What follows belongs to an exercise in optimizing a design on an open flow for small area, a short achievable clock period and few clock cycles per item; a production flow would make more cautious choices. At most, simulation tests tie the RTL to the original design; equivalence was not proved. The RTL of runs 1 and 2 was laid out without a check of its function. No activity file was given, so power comes from the tool's default toggle rates.

==> run.sh <==
#!/bin/bash
# synth_recipe.tcl (not shown) runs the flow's synth.tcl, then flattens the netlist and writes it again
# the make line also repeats each setting of config.mk as NAME=value (left out here)
make -C /OpenROAD-flow-scripts/flow DESIGN_CONFIG=/design/flow/config.mk WORK_HOME=/design/flow/orfs CLKGATE_MAP_FILE= SYNTH_SCRIPT=/design/flow/synth_recipe.tcl finish
==> config.mk <==
export PLATFORM = sky130hd
export DESIGN_NAME = event_timed_task_dispatch_table_core
export DESIGN_NICKNAME = event_timed_task_dispatch_table_core
export VERILOG_FILES = /design/flow/design.v
export SDC_FILE = /design/flow/constraint.sdc
export NUM_CORES = 4
export LEC_CHECK = 0
export ABC_CLOCK_PERIOD_IN_PS = 3500
export CAP_MARGIN = 20
export CORE_MARGIN = 2
export CORE_UTILIZATION = 40
export SETUP_SLACK_MARGIN = 4.5
export SLEW_MARGIN = 20
==> constraint.sdc <==
create_clock -name core_clock -period 8.5 [get_ports {clk}]
set_input_delay 1.7000 -clock core_clock [delete_from_list [all_inputs] [get_ports {clk}]]
set_output_delay 1.7000 -clock core_clock [all_outputs]
set_load 0.01 [all_outputs]
==> design.v <==
`timescale 1ns / 1ps
`default_nettype none
module event_timed_task_dispatch_table_core (
    input  wire logic        clk,
    input  wire logic        rst_n,
    input  wire logic        req_valid,
    output logic             req_ready,
    input  wire logic [1:0]  req_action,
    input  wire logic [7:0]  req_task_id,
    input  wire logic [7:0]  req_trigger_mask,
    input  wire logic        req_use_delay,
    input  wire logic [31:0] req_delay_ticks,
    input  wire logic [7:0]  req_handler_tag,
    input  wire logic [31:0] req_now_ticks,
    input  wire logic [7:0]  req_event_mask,
    output logic             rsp_valid,
    input  wire logic        rsp_ready,
    output logic [2:0]       rsp_status,
    output logic [3:0]       rsp_slot_index,
    output logic [7:0]       rsp_matched_id,
    output logic [7:0]       rsp_matched_handler,
    output logic             rsp_last_result,
    input  wire logic        cfg_we,
    input  wire logic [30:0] cfg_wdata
);
    localparam int N = 16;
    localparam logic [1:0] ACT_ADD    = 2'd0;
    localparam logic [1:0] ACT_REMOVE = 2'd1;
    localparam logic [1:0] ACT_SCAN   = 2'd2;
    localparam logic [1:0] ACT_NONE   = 2'd3;
    localparam logic [2:0] ST_OK        = 3'd0;
    localparam logic [2:0] ST_FULL      = 3'd1;
    localparam logic [2:0] ST_NOT_FOUND = 3'd2;
    localparam logic [2:0] ST_NO_MATCH  = 3'd3;
    localparam logic [2:0] ST_BAD_ID    = 3'd4;
    function automatic logic [N-1:0] lowest(input logic [N-1:0] v);
        logic [N-1:0] below;
        logic [N-1:0] pre;
        pre = v;
        for (int k = 0; k < 4; k++)
            for (int i = N - 1; i >= 0; i--)
                if ((i >> k) & 1)
                    pre[i] = pre[i] | pre[((i >> k) << k) - 1];
        below = {pre[N-2:0], 1'b0};
        lowest = v & ~below;
    endfunction
    function automatic logic [3:0] enc(input logic [N-1:0] oh);
        logic [3:0] e;
        e = '0;
        for (int i = 0; i < N; i++)
            if (oh[i]) e = e | 4'(i);
        enc = e;
    endfunction
    function automatic logic atmost1(input logic [N-1:0] v);
        logic [N-1:0] any, many;
        any  = v;
        many = '0;
        for (int w = N / 2; w >= 1; w = w / 2)
            for (int j = 0; j < w; j++)
            begin
                many[j] = many[2*j+1] | many[2*j] | (any[2*j+1] & any[2*j]);
                any[j]  = any[2*j+1] | any[2*j];
            end
        atmost1 = !many[0];
    endfunction
    function automatic logic lt32(input logic [31:0] a, input logic [31:0] b);
        logic [31:0] l, g;
        l = ~a & b;
        g = a & ~b;
        for (int w = 16; w >= 1; w = w / 2)
            for (int j = 0; j < w; j++)
            begin
                l[j] = l[2*j+1] | (~g[2*j+1] & l[2*j]);
                g[j] = g[2*j+1] | (~l[2*j+1] & g[2*j]);
            end
        lt32 = l[0];
    endfunction
    function automatic logic [32:0] add32(input logic [31:0] a, input logic [31:0] b,
                                          input logic ci);
        logic [31:0] p, g, pp, gg;
        logic [32:0] c;
        p  = a ^ b;
        g  = a & b;
        gg = g;
        pp = p;
        for (int k = 0; k < 5; k++)
            for (int i = 31; i >= 0; i--)
                if ((i >> k) & 1)
                begin
                    gg[i] = gg[i] | (pp[i] & gg[((i >> k) << k) - 1]);
                    pp[i] = pp[i] & pp[((i >> k) << k) - 1];
                end
        c[0] = ci;
        for (int i = 0; i < 32; i++)
            c[i+1] = gg[i] | (pp[i] & ci);
        add32 = {c[32], p ^ c[31:0]};
    endfunction
    logic [N-1:0] taken_q;               
    logic [N-1:0] live_q;                
    logic [7:0]   id_q   [N];
    logic [7:0]   mask_q [N];
    logic [31:0]  due_q  [N];
    logic [7:0]   tag_q  [N];
    logic [30:0]  thr_q;
    logic        r_valid;
    logic        r_add;
    logic        r_rem;
    logic        r_scan;
    logic        r_bad;      
    logic        r_addok;    
    logic        r_remok;    
    logic [7:0]  r_id;
    logic [7:0]  r_mask;     
    logic        r_live;     
    logic [7:0]  r_tag;
    logic [31:0] r_x;        
    logic        r_wrap;     
    logic         r_ph;            
    logic [31:0]  r_c;             
    logic [N-1:0] ge_q;            
    logic         s2b_valid;
    logic         s2b_add, s2b_rem, s2b_bad;
    logic [N-1:0] s2b_v;
    logic         s2a_valid;
    logic         s2a_add, s2a_rem, s2a_bad;
    logic         s2a_single;    
    logic [N-1:0] s2a_m;         
    logic [N-1:0] s2a_oh;        
    logic         q0_valid, q1_valid;
    logic [23:0]  q0, q1;        
    logic         rdy_q;         
    logic s2a_push;
    logic s2a_take;
    logic s2b_move;
    logic r_go;
    logic q_pop;
    assign s2a_push  = s2a_valid && !q1_valid;
    assign s2a_take  = !s2a_valid || (s2a_single && !q1_valid);
    assign s2b_move  = s2b_valid && s2a_take;
    assign r_go      = r_valid && (!r_scan || r_ph) && (!s2b_valid || s2a_take);
    assign q_pop     = q0_valid && rsp_ready;
    assign req_ready = rdy_q;
    logic        in_add;
    logic        in_rem;
    logic        in_bad;
    logic [31:0] in_c;
    logic [31:0] in_x;
    logic [7:0]  in_mask;
    assign in_add = (req_action == ACT_ADD);
    assign in_rem = (req_action == ACT_REMOVE);
    assign in_bad = (req_task_id == 8'd0);
    always_comb
    begin
        if (in_add)
        begin
            in_c    = req_use_delay ? req_now_ticks : 32'd0;
            in_x    = req_use_delay ? req_delay_ticks : 32'd0;
            in_mask = req_use_delay ? (req_trigger_mask | 8'd1) : req_trigger_mask;
        end
        else
        begin
            in_c    = req_now_ticks;
            in_x    = ~{1'b0, thr_q};
            in_mask = req_event_mask;
        end
    end
    logic [N-1:0] free_v, rem_v, scan_v, x_v;
    logic [N-1:0] free_oh, rem_oh;
    logic [N-1:0] timely_v;
    logic [N-1:0] lt_v;            
    logic [32:0]  x_sum;           
    assign x_sum = add32(r_c, r_x, !r_add);
    always_comb
    begin
        for (int i = 0; i < N; i++)
        begin
            free_v[i]   = !taken_q[i];
            rem_v[i]    = live_q[i] && (id_q[i] == r_id);
            lt_v[i]     = lt32(r_c, due_q[i]);
            timely_v[i] = r_wrap ? (!ge_q[i] || lt_v[i]) : (!ge_q[i] && lt_v[i]);
            scan_v[i]   = live_q[i] && ((mask_q[i] & r_mask) != 8'd0)
                          && (!mask_q[i][0] || timely_v[i]);
        end
    end
    assign free_oh = lowest(free_v);
    assign rem_oh  = lowest(rem_v);
    assign x_v     = r_add ? free_v : (r_rem ? rem_v : scan_v);
    logic do_add, do_rem;
    assign do_add = r_go && r_addok;
    assign do_rem = r_go && r_remok;
    logic [N-1:0] s2a_rest;
    logic [3:0]   s2a_idx;
    logic         s2a_any;
    logic [7:0]   s2a_id, s2a_tag;
    logic [23:0]  s2a_word;
    assign s2a_rest = s2a_m & ~s2a_oh;
    assign s2a_idx  = enc(s2a_oh);
    assign s2a_any  = (s2a_oh != '0);
    always_comb
    begin
        s2a_id  = '0;
        s2a_tag = '0;
        for (int i = 0; i < N; i++)
        begin
            s2a_id  = s2a_id  | (id_q[i]  & {8{s2a_oh[i]}});
            s2a_tag = s2a_tag | (tag_q[i] & {8{s2a_oh[i]}});
        end
        if (!s2a_add && !s2a_rem)
        begin
            if (s2a_any) s2a_word = {ST_OK, s2a_idx, s2a_id, s2a_tag, s2a_single};
            else         s2a_word = {ST_NO_MATCH, 4'd0, 8'd0, 8'd0, 1'b1};
        end
        else if (s2a_bad)
            s2a_word = {ST_BAD_ID, 4'd0, 8'd0, 8'd0, 1'b1};
        else if (!s2a_any)
            s2a_word = {(s2a_add ? ST_FULL : ST_NOT_FOUND), 4'd0, 8'd0, 8'd0, 1'b1};
        else
            s2a_word = {ST_OK, s2a_idx, 8'd0, 8'd0, 1'b1};
    end
    logic r_valid_n, r_scan_n, r_ph_n;
    logic s2b_valid_n, s2a_valid_n, s2a_single_n, q1_valid_n;
    always_comb
    begin
        r_valid_n    = rdy_q ? (req_valid && (req_action != ACT_NONE)) : r_valid;
        r_scan_n     = rdy_q ? (req_action == ACT_SCAN) : r_scan;
        r_ph_n       = (r_go || !r_valid) ? 1'b0 : (r_scan || r_ph);
        s2b_valid_n  = r_go || (s2b_valid && !s2b_move);
        s2a_valid_n  = s2b_move || (s2a_valid && !(s2a_push && s2a_single));
        if (s2b_move)
            s2a_single_n = s2b_add || s2b_rem || atmost1(s2b_v);
        else if (s2a_push)
            s2a_single_n = atmost1(s2a_rest);
        else
            s2a_single_n = s2a_single;
        q1_valid_n   = q_pop ? 1'b0 : (q1_valid || (s2a_push && q0_valid));
    end
    always_ff @(posedge clk or negedge rst_n)
    begin
        if (!rst_n)
        begin
            taken_q   <= '0;
            live_q    <= '0;
            thr_q     <= 31'd1000;
            rdy_q     <= 1'b1;
            r_valid   <= 1'b0;
            r_ph      <= 1'b0;
            s2b_valid <= 1'b0;
            s2a_valid <= 1'b0;
            q0_valid  <= 1'b0;
            q1_valid  <= 1'b0;
        end
        else
        begin
            if (cfg_we)
                thr_q <= cfg_wdata;
            r_valid   <= r_valid_n;
            r_ph      <= r_ph_n;
            s2b_valid <= s2b_valid_n;
            s2a_valid <= s2a_valid_n;
            q1_valid  <= q1_valid_n;
            q0_valid  <= q1_valid || s2a_push || (q0_valid && !rsp_ready);
            rdy_q     <= !r_valid_n || ((!r_scan_n || r_ph_n)
                         && (!s2b_valid_n || !s2a_valid_n || (s2a_single_n && !q1_valid_n)));
            for (int i = 0; i < N; i++)
            begin
                if (do_add && free_oh[i])
                begin
                    taken_q[i] <= 1'b1;
                    live_q[i]  <= r_live;
                end
                if (do_rem && rem_oh[i])
                begin
                    taken_q[i] <= 1'b0;
                    live_q[i]  <= 1'b0;
                end
            end
        end
    end
    always_ff @(posedge clk)
    begin
        r_scan     <= r_scan_n;
        s2a_single <= s2a_single_n;
        if (rdy_q)
        begin
            r_add   <= in_add;
            r_rem   <= in_rem;
            r_bad   <= in_bad;
            r_addok <= in_add && !in_bad;
            r_remok <= in_rem && !in_bad;
            r_id    <= req_task_id;
            r_mask  <= in_mask;
            r_live  <= (in_mask != 8'd0);
            r_tag   <= req_handler_tag;
            r_c     <= in_c;
            r_x     <= in_x;
        end
        else if (r_scan && !r_ph)
        begin
            r_c    <= x_sum[31:0];
            r_wrap <= !x_sum[32];
        end
        if (!r_ph)
            ge_q <= lt_v;
        for (int i = 0; i < N; i++)
        begin
            if (do_add && free_oh[i])
            begin
                id_q[i]   <= r_id;
                mask_q[i] <= r_mask;
                due_q[i]  <= x_sum[31:0];
                tag_q[i]  <= r_tag;
            end
        end
        if (r_go)
        begin
            s2b_add <= r_add;
            s2b_rem <= r_rem;
            s2b_bad <= r_bad;
            s2b_v   <= x_v;
        end
        if (s2b_move)
        begin
            s2a_add <= s2b_add;
            s2a_rem <= s2b_rem;
            s2a_bad <= s2b_bad;
            s2a_m   <= s2b_v;
            s2a_oh  <= lowest(s2b_v);
        end
        else if (s2a_push)
        begin
            s2a_m   <= s2a_rest;
            s2a_oh  <= lowest(s2a_rest);
        end
        if (q_pop)
        begin
            if (q1_valid) q0 <= q1;
            else if (s2a_push) q0 <= s2a_word;
        end
        else if (s2a_push)
        begin
            if (!q0_valid) q0 <= s2a_word;
            else           q1 <= s2a_word;
        end
    end
    assign rsp_valid = q0_valid;
    assign {rsp_status, rsp_slot_index, rsp_matched_id, rsp_matched_handler, rsp_last_result} = q0;
endmodule
`default_nettype wire
==> results of run 1 <==
## per-stage QoR
| stage | cells | power, mW | util [%] | hold WS, ps |
|---|---|---|---|---|
| after floorplan | 4023 | 13.2 | - | 400 |
| after global placement | 5870 | 16.3 | 43.5 | 400 |
| after detailed placement | 5873 | 16.4 | 43.6 | 420 |
| after CTS | 6135 | 22.2 | 47.0 | 446 |
| after global routing | 6153 | 23.2 | 47.2 | 441 |
| final | 6153 | 22.2 | 47.2 | 441 |
## worst max-delay path: stages, from the launching register on
cell and delay (ps):
edfxtp_1 540, clkinvlp_4 380, maj3_1 450, maj3_1 350
o311ai_0 100, o21bai_1 180, a311o_1 430, a221o_1 330
o311a_1 190, a2111o_1 410, a21boi_1 170, nor2_1 120
## cell families after synthesis
group / after synthesis / synth area share, %
buffers and inverters: 332 / 2.35
XOR/XNOR: 155 / 2.51
AO/OA/AOI/OAI: 902 / 11.4
flip-flops: 1180 / 64.9
AND/OR/NAND/NOR: 968 / 9.49
multiplexers: 73 / 1.50
adder cells (fa/ha/maj): 413 / 7.84
## power by group through the flow
stage	logic (mW)	clock network, mW	registers, mW
floorplan	4.39	0	8.80
global placement	7.34	0	8.98
detailed placement	7.44	0	9.00
CTS	7.77	5.64	8.81
global route	8.55	5.86	8.80
finish	7.90	5.54	8.76
## final cells by class
| type | count | area (sq um) |
|---|---|---|
| timing repair inverter | 5 | 25.0 |
| timing repair buffer | 319 | 2910 |
| tap | 1768 | 2210 |
| fill | 11698 | 70700 |
| clock buffer | 170 | 3680 |
| sequential | 1180 | 35100 |
| inverter | 139 | 557 |
| clock inverter | 58 | 468 |
| multi-input combinational | 2514 | 18200 |
## registers in the layout, indices dropped and copies added (netlist names), 8 cells and up
register and cells:
id_q 128, r_x 32, thr_q 31, taken_q 16, s2b_v 16, q1 24, q0 24, ge_q 16
r_mask 8, s2a_m 15, r_id 8, live_q 16, s2a_oh 16, r_c 32, mask_q 128, due_q 512
tag_q 128, r_tag 8
## per-layer routing
metal	part of all wire, %	GRT usage, %
met1	43	30.5
met2	47	36.3
met3	6.5	3.03
met4	3.6	9.09
met5	0	0
## what timing repair did
action                     CTS  global route
buffers inserted            26            18
setup endpoints to repair  467           254
cloned                       8             0
pin swaps                    3             0
resized for setup           32            30
## worst paths after layout
kind / from / to / cells after the start
worst max register to register: r_c[4] / s2b_v[14] / 11
max in group asynchronous: rst_n / taken_q[14] / 2
min in group asynchronous: rst_n / thr_q[1] / 1
worst min-delay path: r_bad / s2b_bad / 0
worst min register to register: r_bad / s2b_bad / 0
worst max-delay path: r_c[4] / s2b_v[14] / 11
## placed cells by master, fill, tap and decap left out, types with 18 or more instances in the layout
master           count
nand2_1            167
clkdlybuf4s50_1    158
xnor2_1             90
o21ai_0            170
nor2_1             162
xor2_1              59
clkinv_2            22
a21o_1              25
a22oi_1             99
o211ai_1            22
edfxtp_1          1108
o22ai_1             26
dfrtp_1             63
clkbuf_1            24
nor3_1              39
inv_1              119
a21oi_1            174
nor2b_1            169
nand3_1             75
nand2b_1           169
mux2_2              62
a221oi_1            68
and3_1              34
a31oi_1             40
a22o_1              90
maj3_1             367
ha_1                32
nor4_1              27
clkbuf_16          140
o21a_1              18
clkinv_1            25
buf_4              146
nand4_1             33
==> impl_metrics.toml, run 1 <==
[placement]
dpl.hpwl_microns = 101000
placed_area_sq_um = 58300
dp_slack_ps = 3250
numPortBuffers = 160
gp_congestion = 0.855

[yosys]
avgSynthCellArea_sq_um = 13.4
synth_cells = 4023
synth_area_leaders = "edfxtp_1 62%, maj3_1 6.8%, dfrtp_1 2.9%"
yosys_most_used_dff = "edfxtp_1"
synthDistinctLibCells = 87
synth_seq_area_share_pct = 64.9
synth_top_area_cell = "edfxtp_1"
post-synth-top-count-cell = "edfxtp_1"
syn_nets = 4191
synth_edf_count = 1108
synth.cell_area_sq_um = 54100
ys_ff_latch = 1180
yosys_warnings = 5
synth_top_area_share_pct = 61.5
synthTopCellsByCount = "1108 x edfxtp_1, 367 x maj3_1, 179 x a21oi_1, 173 x nor2b_1, 173 x o21ai_0"
synthArstFlopShare_pct = 5.93

[clock_network]
numCtsBuffers = 130
cts_hold_buf = 0
path_clk_slew_ps = 60
cts_tree = "built"
root_buffer = "clkbuf_16"
clk_latency_ps = 760
cts_max_level = 4
cts.path.max_buffers = 3
clkSinkCount = 1180

[run_status]
outcome = "complete, no violations"

[grt]
grt_pass1_wl_microns = 228000
gr-usage-all-layers_pct = 22.5
grt_max_degree = 58
grt_pass1_vias = 34589
grt.overflow.total = 0
antenna_found_initial = 6

[worst_setup_path]
cp-start-kind = "register"
reg2reg_slack_ps = 4580
path_class = "reg -> reg"
crit_required_ps = 8980
end_kind = "register"
cp_max_fo = 11
cp.arrival_ps = 4410

[cells_and_area]
antenna_cells = 0
area_growth_pct = 16.7
drive_gt1_share_pct = 11.7
finalNetCount = 4457
finalInstanceArea_sq_um = 63100

[sta]
hold_viol = 0
timing.final.ws_setup_ps = 4580
slew_viol_final = 0
rsz0062_at_grt = "true"
fin_crit_sh_pct = 46.2
setup_viol = 0
final.min_clock_period_ps = 3920
setup_tns_ps = 0
worst_clock_skew_ps = 22.7
relSlewSlack_pct = 24.7
tightest_slew_ps = 1130
fmax_mhz = 255

[floorplanning]
coreArea_sq_um = 134000
num_rows = 134
die_h_microns = 372
dieArea_sq_um = 138000
ios = 161
initial_core_util_pct = 40.4
die_w_microns = 372

[route]
drc = 0
drtPass1Iterations = 5
drt_wl_total_microns = 156000
wire_per_inst_microns = 25.4
dr_total_vias = 35544
ant_nets = 0
drt_iter0_markers = 3726
via_per_inst = 5.78

[pwr]
power_leakage_nw = 20.9
swShare_pct = 36.1
power.density_nw_per_um2 = 352
p_int_mw = 14.2
switching_power_mw = 8.02
comb_power_share_pct = 35.6
power.share.clock_pct = 24.9
vdd_drop_max_uv = 313
power_frac_seq_pct = 39.5

[worst_hold_path]
min_path_type = "reg -> reg"

[flow_run]
maxCapViolCount = 0
==> run 2: changes to the inputs <==
--- a/design.v
+++ b/design.v
@@ -75,25 +75,25 @@
             end
         lt32 = l[0];
     endfunction
-    function automatic logic [32:0] add32(input logic [31:0] a, input logic [31:0] b,
+    function automatic logic [16:0] add16(input logic [15:0] a, input logic [15:0] b,
                                           input logic ci);
-        logic [31:0] p, g, pp, gg;
-        logic [32:0] c;
+        logic [15:0] p, g, pp, gg;
+        logic [16:0] c;
         p  = a ^ b;
         g  = a & b;
         gg = g;
         pp = p;
-        for (int k = 0; k < 5; k++)
-            for (int i = 31; i >= 0; i--)
+        for (int k = 0; k < 4; k++)
+            for (int i = 15; i >= 0; i--)
                 if ((i >> k) & 1)
                 begin
                     gg[i] = gg[i] | (pp[i] & gg[((i >> k) << k) - 1]);
                     pp[i] = pp[i] & pp[((i >> k) << k) - 1];
                 end
         c[0] = ci;
-        for (int i = 0; i < 32; i++)
+        for (int i = 0; i < 16; i++)
             c[i+1] = gg[i] | (pp[i] & ci);
-        add32 = {c[32], p ^ c[31:0]};
+        add16 = {c[16], p ^ c[15:0]};
     endfunction
     logic [N-1:0] taken_q;               
     logic [N-1:0] live_q;                
@@ -114,6 +114,7 @@
     logic        r_live;     
     logic [7:0]  r_tag;
     logic [31:0] r_x;        
+    logic        r_ci;       
     logic        r_wrap;     
     logic         r_ph;            
     logic [31:0]  r_c;             
@@ -129,6 +130,7 @@
     logic         q0_valid, q1_valid;
     logic [23:0]  q0, q1;        
     logic         rdy_q;         
+    logic         adv_q;         
     logic s2a_push;
     logic s2a_take;
     logic s2b_move;
@@ -137,7 +139,7 @@
     assign s2a_push  = s2a_valid && !q1_valid;
     assign s2a_take  = !s2a_valid || (s2a_single && !q1_valid);
     assign s2b_move  = s2b_valid && s2a_take;
-    assign r_go      = r_valid && (!r_scan || r_ph) && (!s2b_valid || s2a_take);
+    assign r_go      = r_valid && adv_q;
     assign q_pop     = q0_valid && rsp_ready;
     assign req_ready = rdy_q;
     logic        in_add;
@@ -145,22 +147,29 @@
     logic        in_bad;
     logic [31:0] in_c;
     logic [31:0] in_x;
+    logic        in_ci;
+    logic [16:0] in_sum;
+    logic [16:0] in_dif;
     logic [7:0]  in_mask;
     assign in_add = (req_action == ACT_ADD);
     assign in_rem = (req_action == ACT_REMOVE);
     assign in_bad = (req_task_id == 8'd0);
+    assign in_sum = add16(req_now_ticks[15:0], req_delay_ticks[15:0], 1'b0);
+    assign in_dif = add16(req_now_ticks[15:0], ~thr_q[15:0], 1'b1);
     always_comb
     begin
         if (in_add)
         begin
-            in_c    = req_use_delay ? req_now_ticks : 32'd0;
-            in_x    = req_use_delay ? req_delay_ticks : 32'd0;
+            in_c    = req_use_delay ? {req_now_ticks[31:16], in_sum[15:0]} : 32'd0;
+            in_x    = req_use_delay ? {req_delay_ticks[31:16], 16'd0} : 32'd0;
+            in_ci   = req_use_delay && in_sum[16];
             in_mask = req_use_delay ? (req_trigger_mask | 8'd1) : req_trigger_mask;
         end
         else
         begin
             in_c    = req_now_ticks;
-            in_x    = ~{1'b0, thr_q};
+            in_x    = {~{1'b0, thr_q[30:16]}, in_dif[15:0]};
+            in_ci   = in_dif[16];
             in_mask = req_event_mask;
         end
     end
@@ -168,8 +177,12 @@
     logic [N-1:0] free_oh, rem_oh;
     logic [N-1:0] timely_v;
     logic [N-1:0] lt_v;            
-    logic [32:0]  x_sum;           
-    assign x_sum = add32(r_c, r_x, !r_add);
+    logic [16:0]  x_hi;            
+    logic [31:0]  x_due;           
+    logic [31:0]  x_lo;            
+    assign x_hi  = add16(r_c[31:16], r_x[31:16], r_ci);
+    assign x_due = {x_hi[15:0], r_c[15:0]};
+    assign x_lo  = {x_hi[15:0], r_x[15:0]};
     always_comb
     begin
         for (int i = 0; i < N; i++)
@@ -219,6 +232,7 @@
     end
     logic r_valid_n, r_scan_n, r_ph_n;
     logic s2b_valid_n, s2a_valid_n, s2a_single_n, q1_valid_n;
+    logic adv_n;
     always_comb
     begin
         r_valid_n    = rdy_q ? (req_valid && (req_action != ACT_NONE)) : r_valid;
@@ -233,6 +247,8 @@
         else
             s2a_single_n = s2a_single;
         q1_valid_n   = q_pop ? 1'b0 : (q1_valid || (s2a_push && q0_valid));
+        adv_n        = (!r_scan_n || r_ph_n)
+                       && (!s2b_valid_n || !s2a_valid_n || (s2a_single_n && !q1_valid_n));
     end
     always_ff @(posedge clk or negedge rst_n)
     begin
@@ -242,6 +258,7 @@
             live_q    <= '0;
             thr_q     <= 31'd1000;
             rdy_q     <= 1'b1;
+            adv_q     <= 1'b0;
             r_valid   <= 1'b0;
             r_ph      <= 1'b0;
             s2b_valid <= 1'b0;
@@ -259,8 +276,8 @@
             s2a_valid <= s2a_valid_n;
             q1_valid  <= q1_valid_n;
             q0_valid  <= q1_valid || s2a_push || (q0_valid && !rsp_ready);
-            rdy_q     <= !r_valid_n || ((!r_scan_n || r_ph_n)
-                         && (!s2b_valid_n || !s2a_valid_n || (s2a_single_n && !q1_valid_n)));
+            rdy_q     <= !r_valid_n || adv_n;
+            adv_q     <= adv_n;
             for (int i = 0; i < N; i++)
             begin
                 if (do_add && free_oh[i])
@@ -293,11 +310,12 @@
             r_tag   <= req_handler_tag;
             r_c     <= in_c;
             r_x     <= in_x;
+            r_ci    <= in_ci;
         end
         else if (r_scan && !r_ph)
         begin
-            r_c    <= x_sum[31:0];
-            r_wrap <= !x_sum[32];
+            r_c    <= x_lo;
+            r_wrap <= !x_hi[16];
         end
         if (!r_ph)
             ge_q <= lt_v;
@@ -307,7 +325,7 @@
             begin
                 id_q[i]   <= r_id;
                 mask_q[i] <= r_mask;
-                due_q[i]  <= x_sum[31:0];
+                due_q[i]  <= x_due;
                 tag_q[i]  <= r_tag;
             end
         end
--- a/config.mk
+++ b/config.mk
@@ -9,5 +9,5 @@
 export CAP_MARGIN = 20
 export CORE_MARGIN = 2
 export CORE_UTILIZATION = 40
-export SETUP_SLACK_MARGIN = 4.5
+export SETUP_SLACK_MARGIN = 4.6
 export SLEW_MARGIN = 20
==> impl_metrics.toml, run 2 <==
[yosys]
yosys_most_used_dff = "edfxtp_1"
synth_cells = 4138
synthDistinctLibCells = 88
synth_area_leaders = "edfxtp_1 61%, maj3_1 6.1%, dfrtp_1 2.9%"
synth_edf_count = 1109
synthTopCellsByCount = "1109 x edfxtp_1, 335 x maj3_1, 214 x nand2_1, 203 x nand2b_1, 189 x a21oi_1"
synth_top_area_cell = "edfxtp_1"
synthArstFlopShare_pct = 6.01
post-synth-top-count-cell = "edfxtp_1"
synth.cell_area_sq_um = 54700
avgSynthCellArea_sq_um = 13.2
ys_ff_latch = 1182
syn_nets = 4326
yosys_warnings = 5
synth_seq_area_share_pct = 64.2
synth_top_area_share_pct = 60.8

[floorplanning]
ios = 161
die_w_microns = 374
initial_core_util_pct = 40.4
dieArea_sq_um = 140000
coreArea_sq_um = 136000
die_h_microns = 374
num_rows = 135

[route]
wire_per_inst_microns = 24.3
drt_wl_total_microns = 152000
drc = 0
drt_iter0_markers = 3255
dr_total_vias = 35817
ant_nets = 0
drtPass1Iterations = 6
via_per_inst = 5.72

[placement]
numPortBuffers = 160
gp_congestion = 0.876
dpl.hpwl_microns = 96500

[worst_setup_path]
end_kind = "register"
path_class = "in -> reg"
crit_required_ps = 9010
cp-start-kind = "primary input"
cp_max_fo = 4
cp.arrival_ps = 4350

[cells_and_area]
n_fill_cell = 11943
area_growth_pct = 15.8
multi_input_area_sq_um = 18600
seq_area_sq_um = 35100
largest_reg_flops = 512
top_register = "due_q"
final_common_cell = "edfxtp_1"
drive_gt1_share_pct = 10.4
final_cell_mix = "1109 x edfxtp_1, 335 x maj3_1, 213 x nand2_1, 203 x nand2b_1, 187 x a21oi_1"
finalNetCount = 4565
antenna_cells = 0
fin_util_pct = 46.7

[sta]
final.min_clock_period_ps = 3840
fmax_mhz = 260
worst_clock_skew_ps = 28.5
setup_viol = 0
relSlewSlack_pct = 25.9
setup_tns_ps = 0
rsz0062_at_grt = "true"
slew_viol_final = 0
fin_crit_sh_pct = 45.2
hold_viol = 0
tightest_slew_ps = 1100
hold_ws_ps = 435

[pwr]
vdd_drop_max_uv = 244
power_leakage_nw = 21.2
power.density_nw_per_um2 = 325

[grt]
grt.overflow.total = 0
grt_pass1_vias = 35112
grt_max_degree = 65
gr-usage-all-layers_pct = 21.2
grt_pass1_wl_microns = 222000
antenna_found_initial = 7

[clock_network]
clk_latency_ps = 770
root_buffer = "clkbuf_16"
cts_hold_buf = 0
path_clk_slew_ps = 60
clkSinkCount = 1182
cts_max_level = 4
cts_tree = "built"
numCtsBuffers = 131
cts.path.max_buffers = 3

[run_status]
outcome = "complete, no violations"

[flow_run]
maxCapViolCount = 0

[worst_hold_path]
min_path_type = "reg -> reg"
run 2: changes by cell type in the layout (fill, tap and decap cells not counted), moves of 18 or more:
cell and delta:
buf_4 -22, nand3_1 -18, nand2b_1 +34, inv_1 +35, maj3_1 -32, a22o_1 -18, mux2_2 -24, nand2_1 +46
run 2: kinds of logic after synthesis:
kind of cell | Yosys count | share of synthesized area, %
XOR/XNOR | 157 | 2.51
AO/OA/AOI/OAI | 960 | 12.1
multiplexers | 49 | 0.983
buffers and inverters | 363 | 2.61
AND/OR/NAND/NOR | 1018 | 9.78
adder cells (fa/ha/maj) | 409 | 7.84
flip-flops | 1182 | 64.2
run 2: timing repair:
action                                  CTS  global route
buffers inserted                         16             4
resized for setup                        29            16
cloned                                    2             5
endpoints found under the setup margin  192           138
pin swaps                                15             8
run 2: final cells by class:
cell class / instances / area share [%]
multi-input cells: 2596 / 29.3
repair buffers: 290 / 4.14
clock inverters: 74 / 0.987
repair inverters: 4 / 0.0316
well taps: 1781 / 3.52
clock buffers: 164 / 5.48
inverters: 172 / 1.07
flip-flops and latches: 1182 / 55.4
run 2: final timing paths:
path,start,endpoint,slack [ps],cells after the start
setup / recovery,req_now_ticks[0],r_ci,4660,12
hold / removal,r_bad,s2b_bad,430,0
setup reg to reg,r_addok,due_q[9][15],4690,6
hold reg to reg,r_bad,s2b_bad,430,0
max in group asynchronous,rst_n,adv_q,6530,2
min in group asynchronous,rst_n,thr_q[20],800,1
run 2: layer usage:
| layer | share of wire, % | global-route usage (%) | vias to the layer above | wire, microns |
|---|---|---|---|---|
| met2 | 48 | 35.3 | 1226 | 73200 |
| met1 | 41 | 27.3 | 17946 | 62800 |
| met4 | 3.4 | 8.18 | 4 | 5200 |
| li1 | - | - | 16378 | - |
| met3 | 7.1 | 4.10 | 263 | 10900 |
| met5 | 0.12 | 0.823 | - | 180 |
run 2: report_power, final:
group	switching [mW]	internal [mW]
Combinational	4.69	2.24
Clock	2.35	3.15
Sequential	0.311	7.85
Total	7.35	13.2
run 2: worst max-delay path, cell delays in order:
cell and delay [ps]:
buf_12 100, inv_12 30, ha_4 220, o21a_1 180, o21a_1 200, o21a_1 230, o31a_1 290, o221a_4 230
o41a_1 370, a211o_1 330, o21ba_4 240, o31a_1 230
run 2: through the flow:
step	instance area [sq um]	worst slack [ps]	total power, mW	instances
after floorplan	54800	3860	12.3	4138
after global placement	58900	3180	14.9	5997
after detailed placement	58900	3140	15.0	5998
after CTS	63200	4570	20.6	6254
after global routing	63400	4580	21.5	6263
final	63400	4660	20.6	6263
==> run 3: changes to the inputs <==
--- a/design.v
+++ b/design.v
@@ -75,26 +75,6 @@
             end
         lt32 = l[0];
     endfunction
-    function automatic logic [16:0] add16(input logic [15:0] a, input logic [15:0] b,
-                                          input logic ci);
-        logic [15:0] p, g, pp, gg;
-        logic [16:0] c;
-        p  = a ^ b;
-        g  = a & b;
-        gg = g;
-        pp = p;
-        for (int k = 0; k < 4; k++)
-            for (int i = 15; i >= 0; i--)
-                if ((i >> k) & 1)
-                begin
-                    gg[i] = gg[i] | (pp[i] & gg[((i >> k) << k) - 1]);
-                    pp[i] = pp[i] & pp[((i >> k) << k) - 1];
-                end
-        c[0] = ci;
-        for (int i = 0; i < 16; i++)
-            c[i+1] = gg[i] | (pp[i] & ci);
-        add16 = {c[16], p ^ c[15:0]};
-    endfunction
     logic [N-1:0] taken_q;               
     logic [N-1:0] live_q;                
     logic [7:0]   id_q   [N];
@@ -113,7 +93,7 @@
     logic [7:0]  r_mask;     
     logic        r_live;     
     logic [7:0]  r_tag;
-    logic [31:0] r_x;        
+    logic [15:0] r_x;        
     logic        r_ci;       
     logic        r_wrap;     
     logic         r_ph;            
@@ -126,11 +106,13 @@
     logic         s2a_add, s2a_rem, s2a_bad;
     logic         s2a_single;    
     logic [N-1:0] s2a_m;         
-    logic [N-1:0] s2a_oh;        
     logic         q0_valid, q1_valid;
     logic [23:0]  q0, q1;        
     logic         rdy_q;         
     logic         adv_q;         
+    logic         ld_q;          
+    logic         go_add_q;      
+    logic         go_rem_q;      
     logic s2a_push;
     logic s2a_take;
     logic s2b_move;
@@ -146,7 +128,7 @@
     logic        in_rem;
     logic        in_bad;
     logic [31:0] in_c;
-    logic [31:0] in_x;
+    logic [15:0] in_x;
     logic        in_ci;
     logic [16:0] in_sum;
     logic [16:0] in_dif;
@@ -154,21 +136,21 @@
     assign in_add = (req_action == ACT_ADD);
     assign in_rem = (req_action == ACT_REMOVE);
     assign in_bad = (req_task_id == 8'd0);
-    assign in_sum = add16(req_now_ticks[15:0], req_delay_ticks[15:0], 1'b0);
-    assign in_dif = add16(req_now_ticks[15:0], ~thr_q[15:0], 1'b1);
+    assign in_sum = {1'b0, req_now_ticks[15:0]} + {1'b0, req_delay_ticks[15:0]};
+    assign in_dif = {1'b0, req_now_ticks[15:0]} + {1'b0, ~thr_q[15:0]} + 17'd1;
     always_comb
     begin
         if (in_add)
         begin
             in_c    = req_use_delay ? {req_now_ticks[31:16], in_sum[15:0]} : 32'd0;
-            in_x    = req_use_delay ? {req_delay_ticks[31:16], 16'd0} : 32'd0;
+            in_x    = req_use_delay ? req_delay_ticks[31:16] : 16'd0;
             in_ci   = req_use_delay && in_sum[16];
             in_mask = req_use_delay ? (req_trigger_mask | 8'd1) : req_trigger_mask;
         end
         else
         begin
             in_c    = req_now_ticks;
-            in_x    = {~{1'b0, thr_q[30:16]}, in_dif[15:0]};
+            in_x    = in_dif[15:0];
             in_ci   = in_dif[16];
             in_mask = req_event_mask;
         end
@@ -180,9 +162,10 @@
     logic [16:0]  x_hi;            
     logic [31:0]  x_due;           
     logic [31:0]  x_lo;            
-    assign x_hi  = add16(r_c[31:16], r_x[31:16], r_ci);
+    assign x_hi  = {1'b0, r_c[31:16]} + {1'b0, (r_add ? r_x : ~{1'b0, thr_q[30:16]})}
+                   + {16'd0, r_ci};
     assign x_due = {x_hi[15:0], r_c[15:0]};
-    assign x_lo  = {x_hi[15:0], r_x[15:0]};
+    assign x_lo  = {x_hi[15:0], r_x};
     always_comb
     begin
         for (int i = 0; i < N; i++)
@@ -199,13 +182,15 @@
     assign rem_oh  = lowest(rem_v);
     assign x_v     = r_add ? free_v : (r_rem ? rem_v : scan_v);
     logic do_add, do_rem;
-    assign do_add = r_go && r_addok;
-    assign do_rem = r_go && r_remok;
+    assign do_add = go_add_q;
+    assign do_rem = go_rem_q;
+    logic [N-1:0] s2a_oh;        
     logic [N-1:0] s2a_rest;
     logic [3:0]   s2a_idx;
     logic         s2a_any;
     logic [7:0]   s2a_id, s2a_tag;
     logic [23:0]  s2a_word;
+    assign s2a_oh   = lowest(s2a_m);
     assign s2a_rest = s2a_m & ~s2a_oh;
     assign s2a_idx  = enc(s2a_oh);
     assign s2a_any  = (s2a_oh != '0);
@@ -235,8 +220,8 @@
     logic adv_n;
     always_comb
     begin
-        r_valid_n    = rdy_q ? (req_valid && (req_action != ACT_NONE)) : r_valid;
-        r_scan_n     = rdy_q ? (req_action == ACT_SCAN) : r_scan;
+        r_valid_n    = ld_q ? (req_valid && (req_action != ACT_NONE)) : r_valid;
+        r_scan_n     = ld_q ? (req_action == ACT_SCAN) : r_scan;
         r_ph_n       = (r_go || !r_valid) ? 1'b0 : (r_scan || r_ph);
         s2b_valid_n  = r_go || (s2b_valid && !s2b_move);
         s2a_valid_n  = s2b_move || (s2a_valid && !(s2a_push && s2a_single));
@@ -259,6 +244,9 @@
             thr_q     <= 31'd1000;
             rdy_q     <= 1'b1;
             adv_q     <= 1'b0;
+            ld_q      <= 1'b1;
+            go_add_q  <= 1'b0;
+            go_rem_q  <= 1'b0;
             r_valid   <= 1'b0;
             r_ph      <= 1'b0;
             s2b_valid <= 1'b0;
@@ -278,6 +266,11 @@
             q0_valid  <= q1_valid || s2a_push || (q0_valid && !rsp_ready);
             rdy_q     <= !r_valid_n || adv_n;
             adv_q     <= adv_n;
+            ld_q      <= !(r_valid_n && !adv_n);
+            go_add_q  <= r_valid_n && adv_n
+                         && (ld_q ? (in_add && !in_bad) : r_addok);
+            go_rem_q  <= r_valid_n && adv_n
+                         && (ld_q ? (in_rem && !in_bad) : r_remok);
             for (int i = 0; i < N; i++)
             begin
                 if (do_add && free_oh[i])
@@ -297,7 +290,7 @@
     begin
         r_scan     <= r_scan_n;
         s2a_single <= s2a_single_n;
-        if (rdy_q)
+        if (ld_q)
         begin
             r_add   <= in_add;
             r_rem   <= in_rem;
@@ -342,12 +335,10 @@
             s2a_rem <= s2b_rem;
             s2a_bad <= s2b_bad;
             s2a_m   <= s2b_v;
-            s2a_oh  <= lowest(s2b_v);
         end
         else if (s2a_push)
         begin
             s2a_m   <= s2a_rest;
-            s2a_oh  <= lowest(s2a_rest);
         end
         if (q_pop)
         begin
==> impl_metrics.toml, run 3 <==
[floorplanning]
initial_core_util_pct = 40.5
die_w_microns = 372
coreArea_sq_um = 134000
num_rows = 134
die_h_microns = 372
dieArea_sq_um = 138000
ios = 161

[worst_setup_path]
crit_required_ps = 9080
cp-start-kind = "register"
end_kind = "register"
cp.arrival_ps = 4420
cp_max_fo = 24
path_class = "reg -> reg"

[grt]
grt_pass1_wl_microns = 225000
antenna_found_initial = 5
grt.overflow.total = 0
gr-usage-all-layers_pct = 21.8
grt_max_degree = 58
grt_pass1_vias = 35004

[yosys]
synth_area_leaders = "edfxtp_1 60%, maj3_1 7.3%, dfrtp_1 3.1%"
synth_edf_count = 1076
synth.cell_area_sq_um = 54100
yosys_warnings = 5
avgSynthCellArea_sq_um = 12.9
synth_top_area_share_pct = 59.7
ys_ff_latch = 1153
yosys_most_used_dff = "edfxtp_1"
synthArstFlopShare_pct = 6.33
post-synth-top-count-cell = "edfxtp_1"
synth_cells = 4195
synthTopCellsByCount = "1076 x edfxtp_1, 394 x maj3_1, 269 x nand2_1, 230 x a21oi_1, 214 x nor2_1"
synthDistinctLibCells = 88
synth_seq_area_share_pct = 63.2
syn_nets = 4381
synth_top_area_cell = "edfxtp_1"

[pwr]
vdd_drop_max_uv = 275
power_leakage_nw = 20.8
power.density_nw_per_um2 = 326
power_mw = 20.5

[route]
dr_total_vias = 35781
drc = 0
wire_per_inst_microns = 24.1
drt_wl_total_microns = 152000
drt_iter0_markers = 3330
via_per_inst = 5.69
drtPass1Iterations = 6
ant_nets = 0

[cells_and_area]
final_cell_mix = "1076 x edfxtp_1, 394 x maj3_1, 267 x nand2_1, 224 x a21oi_1, 202 x nor2_1"
seq_area_sq_um = 34200
top_register = "due_q"
antenna_cells = 0
n_fill_cell = 11895
finalNetCount = 4611
area_growth_pct = 16.1
final_common_cell = "edfxtp_1"
largest_reg_flops = 512
drive_gt1_share_pct = 10.5
multi_input_area_sq_um = 18900

[clock_network]
root_buffer = "clkbuf_16"
cts.path.max_buffers = 3
cts_hold_buf = 0
clk_latency_ps = 770
numCtsBuffers = 131
clkSinkCount = 1153
cts_tree = "built"
cts_max_level = 4
path_clk_slew_ps = 60

[sta]
fin_crit_sh_pct = 45.2
rsz0062_at_grt = "true"
setup_viol = 0
relSlewSlack_pct = 23.8
setup_tns_ps = 0
final.min_clock_period_ps = 3840
fmax_mhz = 261
worst_clock_skew_ps = 36.9
tightest_slew_ps = 1130
slew_viol_final = 0
hold_viol = 0

[run_status]
outcome = "complete, no violations"

[placement]
gp_congestion = 0.864
numPortBuffers = 160
dpl.hpwl_microns = 99000

[flow_run]
maxCapViolCount = 0

[worst_hold_path]
min_path_type = "reg -> reg"
==> run 3: cell types whose count changed in the layout (fill, tap and decap cells not counted), sizes merged, moves of 30 or more <==
cell,previous run,this run
nand2,214,269
a22o,72,28
maj3,356,400
a21oi,189,230
nor2,173,214
nand2b,203,164
a22oi,107,145
o211ai,13,48
edfxtp,1109,1076
a31oi,58,28
==> run 3: cells by family (layout without fill, tap and decap cells) <==
| group | Yosys count | after routing | synth area share (%) |
|---|---|---|---|
| buffers and inverters | 352 | 682 | 2.50 |
| multiplexers | 63 | 63 | 1.26 |
| AO/OA/AOI/OAI | 951 | 951 | 11.8 |
| flip-flops | 1153 | 1153 | 63.2 |
| adder cells (fa/ha/maj) | 451 | 451 | 8.65 |
| XOR/XNOR | 159 | 159 | 2.57 |
| AND/OR/NAND/NOR | 1066 | 1066 | 9.99 |
==> run 3: routing by layer <==
metal | track usage (%) | vias up | share of wire, %
li1 | - | 16431 | -
met1 | 30.9 | 17952 | 45
met2 | 34.3 | 1182 | 46
met3 | 3.62 | 210 | 6.4
met4 | 6.90 | 6 | 2.9
met5 | 0 | - | 0.027
==> run 3: worst paths after layout <==
check | start | end | slack (ps) | cells after the start
worst max-delay path | r_c[30] | s2b_v[4] | 4660 | 9
worst min-delay path | s2b_bad | s2a_bad | 420 | 0
worst max register to register | r_c[30] | s2b_v[4] | 4660 | 9
worst min register to register | s2b_bad | s2a_bad | 420 | 0
max in group asynchronous | rst_n | taken_q[3] | 6560 | 2
min in group asynchronous | rst_n | thr_q[29] | 950 | 1
==> run 3: report_power, final <==
part           internal, mW  switching [mW]  leakage (nW)
Combinational          2.30            4.78          8.08
Clock                  3.15            2.29          1.98
Sequential             7.65           0.334          10.8
==> run 3: repair_timing <==
item / in CTS / in global routing
endpoints found under the setup margin: 204 / 177
pin swaps: 13 / 16
setup buffers: 25 / 8
resized for setup: 34 / 41
cloned: 3 / 1
==> run 3: layout make-up <==
type	instances	area share, %
repair inverters	4	0.0319
multi-input cells	2690	30.1
inverters	146	0.922
repair buffers	299	4.44
flip-flops and latches	1153	54.5
clock inverters	59	0.898
well taps	1768	3.52
clock buffers	174	5.57
==> run 3: critical path, stage by stage, from the launching register on <==
cell and delay [ps]:
edfxtp_1 610, inv_1 760, nor2_1 140, o21ai_0 310, nor2_1 70, o221a_2 320, a211o_1 340, a21oi_1 680
o21ai_1 230, a22oi_1 200
==> run 3: metrics by stage <==
| stage | utilization [%] | worst slack, ps | cell area [sq um] | hold slack, ps | instances |
|---|---|---|---|---|---|
| detailed placement | 43.4 | 3610 | 58100 | 405 | 6021 |
| finish | 47.0 | 4660 | 62800 | 417 | 6293 |
| floorplan | - | 4190 | 54200 | 400 | 4195 |
| global route | 47.0 | 4550 | 62800 | 422 | 6293 |
| CTS | 46.8 | 4540 | 62600 | 418 | 6282 |
| global placement | 43.4 | 3680 | 58100 | 405 | 6020 |
Testbench counts of run 3, summed over its fixed seeds: cycles 7,989, items 3,200.
==> run 4: changes to the inputs <==
--- a/config.mk
+++ b/config.mk
@@ -9,5 +9,7 @@
 export CAP_MARGIN = 20
 export CORE_MARGIN = 2
 export CORE_UTILIZATION = 40
+export CTS_CLUSTER_DIAMETER = 141
+export CTS_CLUSTER_SIZE = 20
 export SETUP_SLACK_MARGIN = 4.6
 export SLEW_MARGIN = 20
==> impl_metrics.toml, run 4 <==
[placement]
gp_congestion = 0.864
dpl.hpwl_microns = 99000
numPortBuffers = 160
dp_slack_ps = 3610

[worst_setup_path]
crit_required_ps = 8890
path_class = "in -> reg"
cp_max_fo = 38
cp-start-kind = "primary input"
end_kind = "register"
cp.arrival_ps = 4260

[cells_and_area]
fin_util_pct = 45.4
largest_reg_flops = 512
top_register = "due_q"
drive_gt1_share_pct = 8.29
final_cell_mix = "1076 x edfxtp_1, 394 x maj3_1, 267 x nand2_1, 224 x a21oi_1, 202 x nor2_1"
area_growth_pct = 12.2
final_common_cell = "edfxtp_1"
finalNetCount = 4543

[clock_network]
clk_latency_ps = 690
cts_max_level = 3
numCtsBuffers = 67
clkSinkCount = 1153
path_clk_slew_ps = 90
root_buffer = "clkbuf_16"
cts_tree = "built"
cts.path.max_buffers = 3
cts_hold_buf = 0

[yosys]
synth_cells = 4195
yosys_most_used_dff = "edfxtp_1"
synth.cell_area_sq_um = 54100
synth_area_leaders = "edfxtp_1 60%, maj3_1 7.3%, dfrtp_1 3.1%"
synthTopCellsByCount = "1076 x edfxtp_1, 394 x maj3_1, 269 x nand2_1, 230 x a21oi_1, 214 x nor2_1"
post-synth-top-count-cell = "edfxtp_1"
ys_ff_latch = 1153
avgSynthCellArea_sq_um = 12.9
synth_seq_area_share_pct = 63.2
synth_top_area_cell = "edfxtp_1"
synthArstFlopShare_pct = 6.33
synthDistinctLibCells = 88
syn_nets = 4381
synth_edf_count = 1076
synth_top_area_share_pct = 59.7
yosys_warnings = 5

[floorplanning]
coreArea_sq_um = 134000
num_rows = 134
dieArea_sq_um = 138000
initial_core_util_pct = 40.5
die_w_microns = 372
die_h_microns = 372
ios = 161

[flow_run]
maxCapViolCount = 0

[route]
drc = 0
via_per_inst = 5.71
wire_per_inst_microns = 24.2
dr_total_vias = 35224
drt_wl_total_microns = 150000
drt_iter0_markers = 3511
drtPass1Iterations = 5
ant_nets = 0

[grt]
grt_max_degree = 58
gr-usage-all-layers_pct = 21.5
grt_pass1_vias = 34242
grt_pass1_wl_microns = 222000
antenna_found_initial = 7
grt.overflow.total = 0

[sta]
setup_tns_ps = 0
fin_crit_sh_pct = 45.6
slew_viol_final = 0
rsz0062_at_grt = "true"
worst_clock_skew_ps = 34.5
final.min_clock_period_ps = 3870
setup_viol = 0
fmax_mhz = 258
hold_ws_ps = 420
relSlewSlack_pct = 23.2
tightest_slew_ps = 1140
hold_viol = 0
timing.final.ws_setup_ps = 4630

[run_status]
outcome = "complete, no violations"

[pwr]
vdd_drop_max_uv = 235
power.density_nw_per_um2 = 303
power_leakage_nw = 19.8

[worst_hold_path]
min_path_type = "reg -> reg"
run 4: cell counts after synthesis:
No cell type changed its count.
run 4: timing repair:
item / in CTS / in global routing
buffers inserted: 24 / 5
gates cloned: 3 / 1
endpoints found under the setup margin: 202 / 211
pin swaps: 20 / 15
resized for setup: 38 / 37
run 4: routing by layer:
layer	wire length, microns	vias up	GRT usage (%)
li1	-	16215	-
met1	67600	17721	30.8
met2	68500	1131	34.0
met3	9440	151	2.83
met4	3930	6	6.20
met5	39	-	0
run 4: power breakdown:
| group | internal, mW | leakage, nW | switching, mW |
|---|---|---|---|
| logic | 2.26 | 8.06 | 4.73 |
| clock network | 1.54 | 0.930 | 1.89 |
| registers | 7.64 | 10.8 | 0.353 |
| total | 11.4 | 19.8 | 6.97 |
run 4: cells by family after synthesis:
| group | count (synthesis) | share of synthesized area (%) |
|---|---|---|
| adder cells (fa/ha/maj) | 451 | 8.65 |
| buffers and inverters | 352 | 2.50 |
| multiplexers | 63 | 1.26 |
| flip-flops | 1153 | 63.2 |
| AND/OR/NAND/NOR | 1066 | 9.99 |
| XOR/XNOR | 159 | 2.57 |
| AO/OA/AOI/OAI | 951 | 11.8 |
run 4: final timing paths:
path / end / start / depth (start not counted) / slack, ps
hold / removal: s2a_bad / s2b_bad / 0 / 420
hold reg to reg: s2a_bad / s2b_bad / 0 / 420
setup / recovery: r_c[4] / req_action[1] / 7 / 4630
setup reg to reg: s2b_v[12] / r_c[1] / 12 / 4650
min in group asynchronous: thr_q[29] / rst_n / 1 / 990
max in group asynchronous: taken_q[2] / rst_n / 2 / 6530
run 4: cell type report:
cell class                 instances  area (sq um)
clock buffer                     109          1880
timing repair buffer             295          2760
sequential                      1153         34200
clock inverter                     5          66.3
antenna                            1          2.50
tap                             1768          2210
inverter                         146           579
fill                           12064         73100
timing repair inverter             4          20.0
multi-input combinational       2690         19000
run 4: worst max-delay path: stages:
cell             delay (ps)
clkdlybuf4s50_1         450
or2_2                   390
inv_1                    80
buf_4                   350
and2_2                  470
a221oi_1                220
a21oi_1                 540
run 4: metrics by stage:
| stage | power, mW | instance area [sq um] | instances |
|---|---|---|---|
| 2_1_floorplan | 11.9 | 54200 | 4195 |
| 3_5_place_dp | 14.8 | 58100 | 6021 |
| 3_3_place_gp | 14.7 | 58100 | 6020 |
| 4_1_cts | 18.4 | 60500 | 6162 |
| 6_report | 18.4 | 60700 | 6171 |
| 5_1_grt | 19.2 | 60700 | 6170 |
==> run 5: changes to the inputs <==
--- a/config.mk
+++ b/config.mk
@@ -8,7 +8,7 @@
 export ABC_CLOCK_PERIOD_IN_PS = 3500
 export CAP_MARGIN = 20
 export CORE_MARGIN = 2
-export CORE_UTILIZATION = 40
+export CORE_UTILIZATION = 55
 export CTS_CLUSTER_DIAMETER = 141
 export CTS_CLUSTER_SIZE = 20
 export SETUP_SLACK_MARGIN = 4.6
==> impl_metrics.toml, run 5 <==
[yosys]
synth_compound_area_share_pct = 11.8
yosys_warnings = 5
synth_xor_area_share_pct = 2.57
synthAdderAreaFrac_pct = 8.65
synth.cell_area_sq_um = 54100
synth_top_family_by_area = "compound AO/OA/AOI/OAI gates"
ys_ff_latch = 1153
avgSynthCellArea_sq_um = 12.9
synth_simple_gate_area_share_pct = 9.99
synth_seq_area_share_pct = 63.2
synth_top_area_cell = "edfxtp_1"
synth_area_leaders = "edfxtp_1 60%, maj3_1 7.3%, dfrtp_1 3.1%"
synthTopCellsByCount = "1076 x edfxtp_1, 394 x maj3_1, 269 x nand2_1, 230 x a21oi_1, 214 x nor2_1"
synth_top_area_share_pct = 59.7
synth_cells = 4195
syn_nets = 4381
synthArstFlopShare_pct = 6.33
muxShareOfSynthArea_pct = 1.26
synth_edf_count = 1076
synthDistinctLibCells = 88
yosys_most_used_dff = "edfxtp_1"
post-synth-top-count-cell = "edfxtp_1"

[cells_and_area]
drive_gt1_share_pct = 8.68
largest_reg_flops = 512
fin_util_pct = 61.4
n_fill_cell = 7697
area_growth_pct = 11.2
final_common_cell = "edfxtp_1"
multi_input_area_sq_um = 19000
finalNetCount = 4560
seq_area_sq_um = 34200
top_register = "due_q"
final_cell_mix = "1076 x edfxtp_1, 394 x maj3_1, 269 x nand2_1, 220 x a21oi_1, 202 x nor2_1"
finalInstanceArea_sq_um = 60200

[clock_network]
cts_max_level = 3
clk_latency_ps = 670
numCtsBuffers = 67
cts_hold_buf = 0
root_buffer = "clkbuf_16"
cts.path.max_buffers = 3
clkSinkCount = 1153
path_clk_slew_ps = 90
cts_tree = "built"

[sta]
rsz0062_at_grt = "true"
hold_viol = 0
fin_crit_sh_pct = 45.5
relSlewSlack_pct = 22.5
final.min_clock_period_ps = 3870
worst_clock_skew_ps = 38.4
setup_tns_ps = 0
tightest_slew_ps = 1160
setup_viol = 0
fmax_mhz = 259
timing.final.ws_setup_ps = 4630
slew_viol_final = 0

[flow_run]
maxCapViolCount = 0

[placement]
placed_area_sq_um = 57600
numPortBuffers = 160
gp_congestion = 0.890
dp_slack_ps = 3720
dpl.hpwl_microns = 99300

[floorplanning]
die_w_microns = 318
num_rows = 115
die_h_microns = 318
ios = 161
coreArea_sq_um = 98000
dieArea_sq_um = 101000
initial_core_util_pct = 55.2

[route]
drtPass1Iterations = 5
drt_iter0_markers = 3764
ant_nets = 0
wire_per_inst_microns = 26.6
dr_total_vias = 35347
via_per_inst = 6.20
drt_wl_total_microns = 152000
drc = 0

[worst_setup_path]
worstPathCellList = "buf_4, clkinv_1, buf_4, o221ai_1, a211oi_1, o311ai_2, a31o_1, a22oi_1, o21a_1, maj3_2, o41a_1"
crit_required_ps = 8890
cp-start-kind = "register"
cp.arrival_ps = 4260
path_class = "reg -> reg"
cp_common_cell = "buf_4"
cp_max_fo = 24
cp_slowest_cell = "o41a_1"
cp_slowest_stage_delay_ps = 450
crit_family = "compound AO/OA/AOI/OAI gates"
crit_start = "r_c[4]"
reg2reg_from = "r_c[4]"
crit_buf_inv = 3
end_kind = "register"

[grt]
antenna_found_initial = 9
grt_pass1_vias = 33420
grt_max_degree = 61
grt_pass1_wl_microns = 221000
grt.overflow.total = 0
gr-usage-all-layers_pct = 29.6

[worst_hold_path]
min_path_type = "reg -> reg"
hold_path_startpoint = "s2b_bad"

[run_status]
outcome = "complete, no violations"

[pwr]
power.density_nw_per_um2 = 308
vdd_drop_max_uv = 278
power_leakage_nw = 19.9
power_mw = 18.5
==> run 5: cell counts after synthesis <==
Identical to the previous run, type by type.
==> run 5: cells by family after synthesis <==
kind of cell / count (synthesis)
DFF: 1153
and+or+nand+nor: 1066
AOI/OAI and AO/OA: 951
adders and majority gates: 451
buffers and inverters: 352
xor gates and xnor gates: 159
muxes: 63
==> run 5: power breakdown <==
group | switching [mW] | leakage [nW] | internal (mW) | total [mW]
Sequential | 0.359 | 10.8 | 7.64 | 8.00
Combinational | 4.84 | 8.19 | 2.35 | 7.19
Clock | 1.84 | 0.910 | 1.50 | 3.34
==> run 5: worst paths after layout <==
path,slack (ps),endpoint,depth (start not counted)
worst max-delay path,4630,s2b_v[11],11
min in group asynchronous,870,s2a_valid,1
worst min-delay path,430,s2a_bad,0
max in group asynchronous,6440,thr_q[24],2
worst min register to register,430,s2a_bad,0
worst max register to register,4630,s2b_v[11],11
==> run 5: per-layer routing <==
metal  GRT usage, %  share of wire (%)  up-vias
met5              0             0.0086        -
met4           9.88                3.2        2
met3           5.71                7.7      180
met2           44.5                 44     1313
met1           43.5                 45    17612
li1               -                  -    16240
==> run 5: timing repair <==
| action | in CTS | in global routing |
|---|---|---|
| cloned | 2 | 3 |
| endpoints found under the setup margin | 101 | 146 |
| pin swaps | 13 | 13 |
| setup buffers | 24 | 12 |
| gates resized for setup | 29 | 37 |
| hold endpoints to repair | 0 | 0 |
==> run 5: per-stage QoR <==
step / instances / hold slack, ps
finish: 5704 / 433
floorplan: 4195 / 400
global route: 5700 / 466
CTS: 5681 / 433
global placement: 5547 / 414
detailed placement: 5548 / 414
==> run 5: final cells by class <==
cell class,count,area share (%)
flip-flops and latches,1153,56.9
repair inverters,3,0.0249
clock inverters,7,0.114
clock buffers,100,3.03
repair buffers,313,4.77
well taps,1287,2.68
inverters,146,0.940
multi-input cells,2690,31.6
diodes,5,0.0208
==> run 6: changes to the inputs <==
--- a/config.mk
+++ b/config.mk
@@ -5,11 +5,11 @@
 export SDC_FILE = /design/flow/constraint.sdc
 export NUM_CORES = 4
 export LEC_CHECK = 0
-export ABC_CLOCK_PERIOD_IN_PS = 3500
+export ABC_CLOCK_PERIOD_IN_PS = 2500
 export CAP_MARGIN = 20
 export CORE_MARGIN = 2
 export CORE_UTILIZATION = 55
 export CTS_CLUSTER_DIAMETER = 141
 export CTS_CLUSTER_SIZE = 20
-export SETUP_SLACK_MARGIN = 4.6
+export SETUP_SLACK_MARGIN = 5.0
 export SLEW_MARGIN = 20
==> impl_metrics.toml, run 6 <==
[worst_hold_path]
min_path_type = "reg -> reg"

[worst_setup_path]
crit_required_ps = 8910
cp-start-kind = "register"
reg2reg_slack_ps = 4840
cp_max_fo = 3
path_class = "reg -> reg"
cp.arrival_ps = 4070
end_kind = "register"

[sta]
slew_viol_final = 0
relSlewSlack_pct = 26.6
fin_crit_sh_pct = 43.1
hold_ws_ps = 436
tightest_slew_ps = 1100
setup_tns_ps = 0
final.min_clock_period_ps = 3660
fmax_mhz = 273
setup_viol = 0
worst_clock_skew_ps = 25.6
rsz0062_at_grt = "true"
hold_viol = 0

[grt]
grt_pass1_vias = 34116
antenna_found_initial = 8
grt_max_degree = 60
grt_pass1_wl_microns = 226000
gr-usage-all-layers_pct = 30.3
grt.overflow.total = 0

[yosys]
synth_top_area_cell = "edfxtp_1"
yosys_most_used_dff = "edfxtp_1"
synth_top_area_share_pct = 59.7
synth_seq_area_share_pct = 63.2
yosys_warnings = 5
synthTopCellsByCount = "1076 x edfxtp_1, 394 x maj3_1, 269 x nand2_1, 230 x a21oi_1, 214 x nor2_1"
synth.cell_area_sq_um = 54100
synthArstFlopShare_pct = 6.33
ys_ff_latch = 1153
avgSynthCellArea_sq_um = 12.9
syn_nets = 4381
synth_edf_count = 1076
synth_cells = 4195
post-synth-top-count-cell = "edfxtp_1"
synthDistinctLibCells = 88
synth_area_leaders = "edfxtp_1 60%, maj3_1 7.3%, dfrtp_1 3.1%"

[cells_and_area]
top_register = "due_q"
stdcell_count = 5738
final_cell_mix = "1076 x edfxtp_1, 378 x maj3_1, 266 x nand2_1, 207 x a21oi_1, 198 x nor2_1"
final_common_cell = "edfxtp_1"
finalNetCount = 4609
finalInstanceArea_sq_um = 61700
largest_reg_flops = 512
drive_gt1_share_pct = 12.2
area_growth_pct = 14.0

[placement]
dpl.hpwl_microns = 100000
placed_area_sq_um = 57700
numPortBuffers = 160
gp_congestion = 0.879
dp.cells = 5536

[route]
drt_iter0_markers = 4215
dr_total_vias = 36217
via_per_inst = 6.31
drc = 0
wire_per_inst_microns = 27.0
drtPass1Iterations = 5
ant_nets = 0
drt_wl_total_microns = 155000

[floorplanning]
die_w_microns = 318
ios = 161
dieArea_sq_um = 101000
coreArea_sq_um = 98000
num_rows = 115
initial_core_util_pct = 55.2
die_h_microns = 318

[clock_network]
cts_tree = "built"
numCtsBuffers = 67
cts.path.max_buffers = 3
root_buffer = "clkbuf_16"
path_clk_slew_ps = 90
clk_latency_ps = 670
cts_hold_buf = 0
clkSinkCount = 1153
cts_max_level = 3

[flow_run]
maxCapViolCount = 0

[pwr]
vdd_drop_max_uv = 385
power_leakage_nw = 20.4
power.density_nw_per_um2 = 313
switching_power_mw = 7.31
p_int_mw = 12.0
power_frac_seq_pct = 41.1
power.share.clock_pct = 17.3
swShare_pct = 37.9
comb_power_share_pct = 41.6
power_mw = 19.3

[run_status]
outcome = "complete, no violations"
## run 6: cell types whose count changed in the layout (fill, tap and decap cells not counted), sizes merged
cell           change
buf               +48
bufbuf             +6
clkbuf            -10
clkdlybuf4s50      -8
clkinv             -1
clkinvlp           +2
diode              -4
dlymetal6s2s       +1
inv                -1
nor2               +1
## run 6: final cells by class
class                   instances  area (sq um)
clock inverters                 7          68.8
diodes                          1          2.50
fillers                      7527         36300
multi-input cells            2691         19700
flip-flops and latches       1153         34200
repair inverters                3          17.5
inverters                     146           604
well taps                    1287          1610
repair buffers                361          3640
clock buffers                  89          1780
## run 6: path summary, 6_finish.rpt
path                              from    endpoint  cells after the start
worst max-delay path            r_c[8]   s2b_v[11]                     13
worst min-delay path             r_bad     s2b_bad                      0
worst max register to register  r_c[8]   s2b_v[11]                     13
worst min register to register   r_bad     s2b_bad                      0
max in group asynchronous        rst_n   thr_q[17]                      2
min in group asynchronous        rst_n  taken_q[0]                      1
## run 6: through the flow
stage,util (%),worst slack [ps]
global placement,58.8,3590
CTS,62.2,4810
floorplan,-,4480
global route,62.9,4800
detailed placement,58.8,3570
finish,63.0,4840
## run 6: repair_timing
| action | CTS | global route |
|---|---|---|
| gates resized for setup | 174 | 125 |
| pin swaps | 51 | 97 |
| gates cloned | 11 | 1 |
| setup endpoints to repair | 356 | 409 |
| buffers inserted | 62 | 31 |
## run 6: worst max-delay path, stage by stage, from the launching register on
cell,delay [ps]
edfxtp_1,400
buf_6,110
buf_6,100
buf_12,130
nor2b_4,40
maj3_2,280
maj3_2,300
maj3_2,360
o311ai_4,360
a31o_1,270
a22oi_2,110
o21a_1,230
maj3_2,370
o41a_1,330
## run 6: cell families after synthesis
group	share of synthesized area (%)
xor gates and xnor gates	2.57
DFF	63.2
and+or+nand+nor	9.99
adders and majority gates	8.65
muxes	1.26
AOI/OAI and AO/OA	11.8
buffers and inverters	2.50
## run 6: per-layer routing
metal  global-route usage, %  share of wire (%)
met2                    46.7                 45
met5                       0              0.061
met1                    44.9                 45
met3                    4.60                7.2
met4                    8.56                2.8
## run 6: power by group through the flow
| stage | Clock (mW) | Sequential [mW] | Combinational [mW] |
|---|---|---|---|
| final | 3.35 | 7.92 | 8.03 |
| after global placement | 0 | 8.08 | 6.58 |
| after floorplan | 0 | 8.12 | 3.87 |
| after CTS | 3.39 | 7.92 | 7.58 |
| after detailed placement | 0 | 8.09 | 6.65 |
| after global routing | 3.58 | 7.96 | 8.54 |

## re-timing with driven ports
The results above use ideal ports. As a check the final layouts listed here were re-extracted and re-timed, cells and wires unchanged. Step 1: set_driving_cell puts a clkbuf_16 on clk and a buf_2 on each other input, an assumption about the parent block. Step 2, shift: input delay + t, output delay - t, t = (earliest + latest rising clock arrival at the registers) / 2. This alone moves slack from input paths to output paths. Three values: ideal, step 1, step 2; two values: the first two.
run | t, ns | slack for setup (ns) | hold slack, ns
run 1 | 0.821 | 4.576 / 4.576 / 4.035 | 0.441 / 0.441 / 0.441
run 2 | 0.836 | 4.658 / 4.655 / 3.839 | 0.435 / 0.435 / 0.435
run 3 | 0.827 | 4.661 / 4.661 / 3.902 | 0.417 / 0.417 / 0.417
run 4 | 0.756 | 4.627 / 4.618 / 3.925 | 0.420 / 0.420 / 0.420
run 5 | 0.737 | 4.634 / 4.602 / 4.038 | 0.433 / 0.433 / 0.433
run 6 | 0.732 | 4.840 / 4.840 / 4.214 | 0.436 / 0.436 / 0.436
After both steps every run listed still meets setup and hold. The setup slack of run 2, which loses most, moves by -0.003 ns with the drivers and by -0.819 ns with both steps.
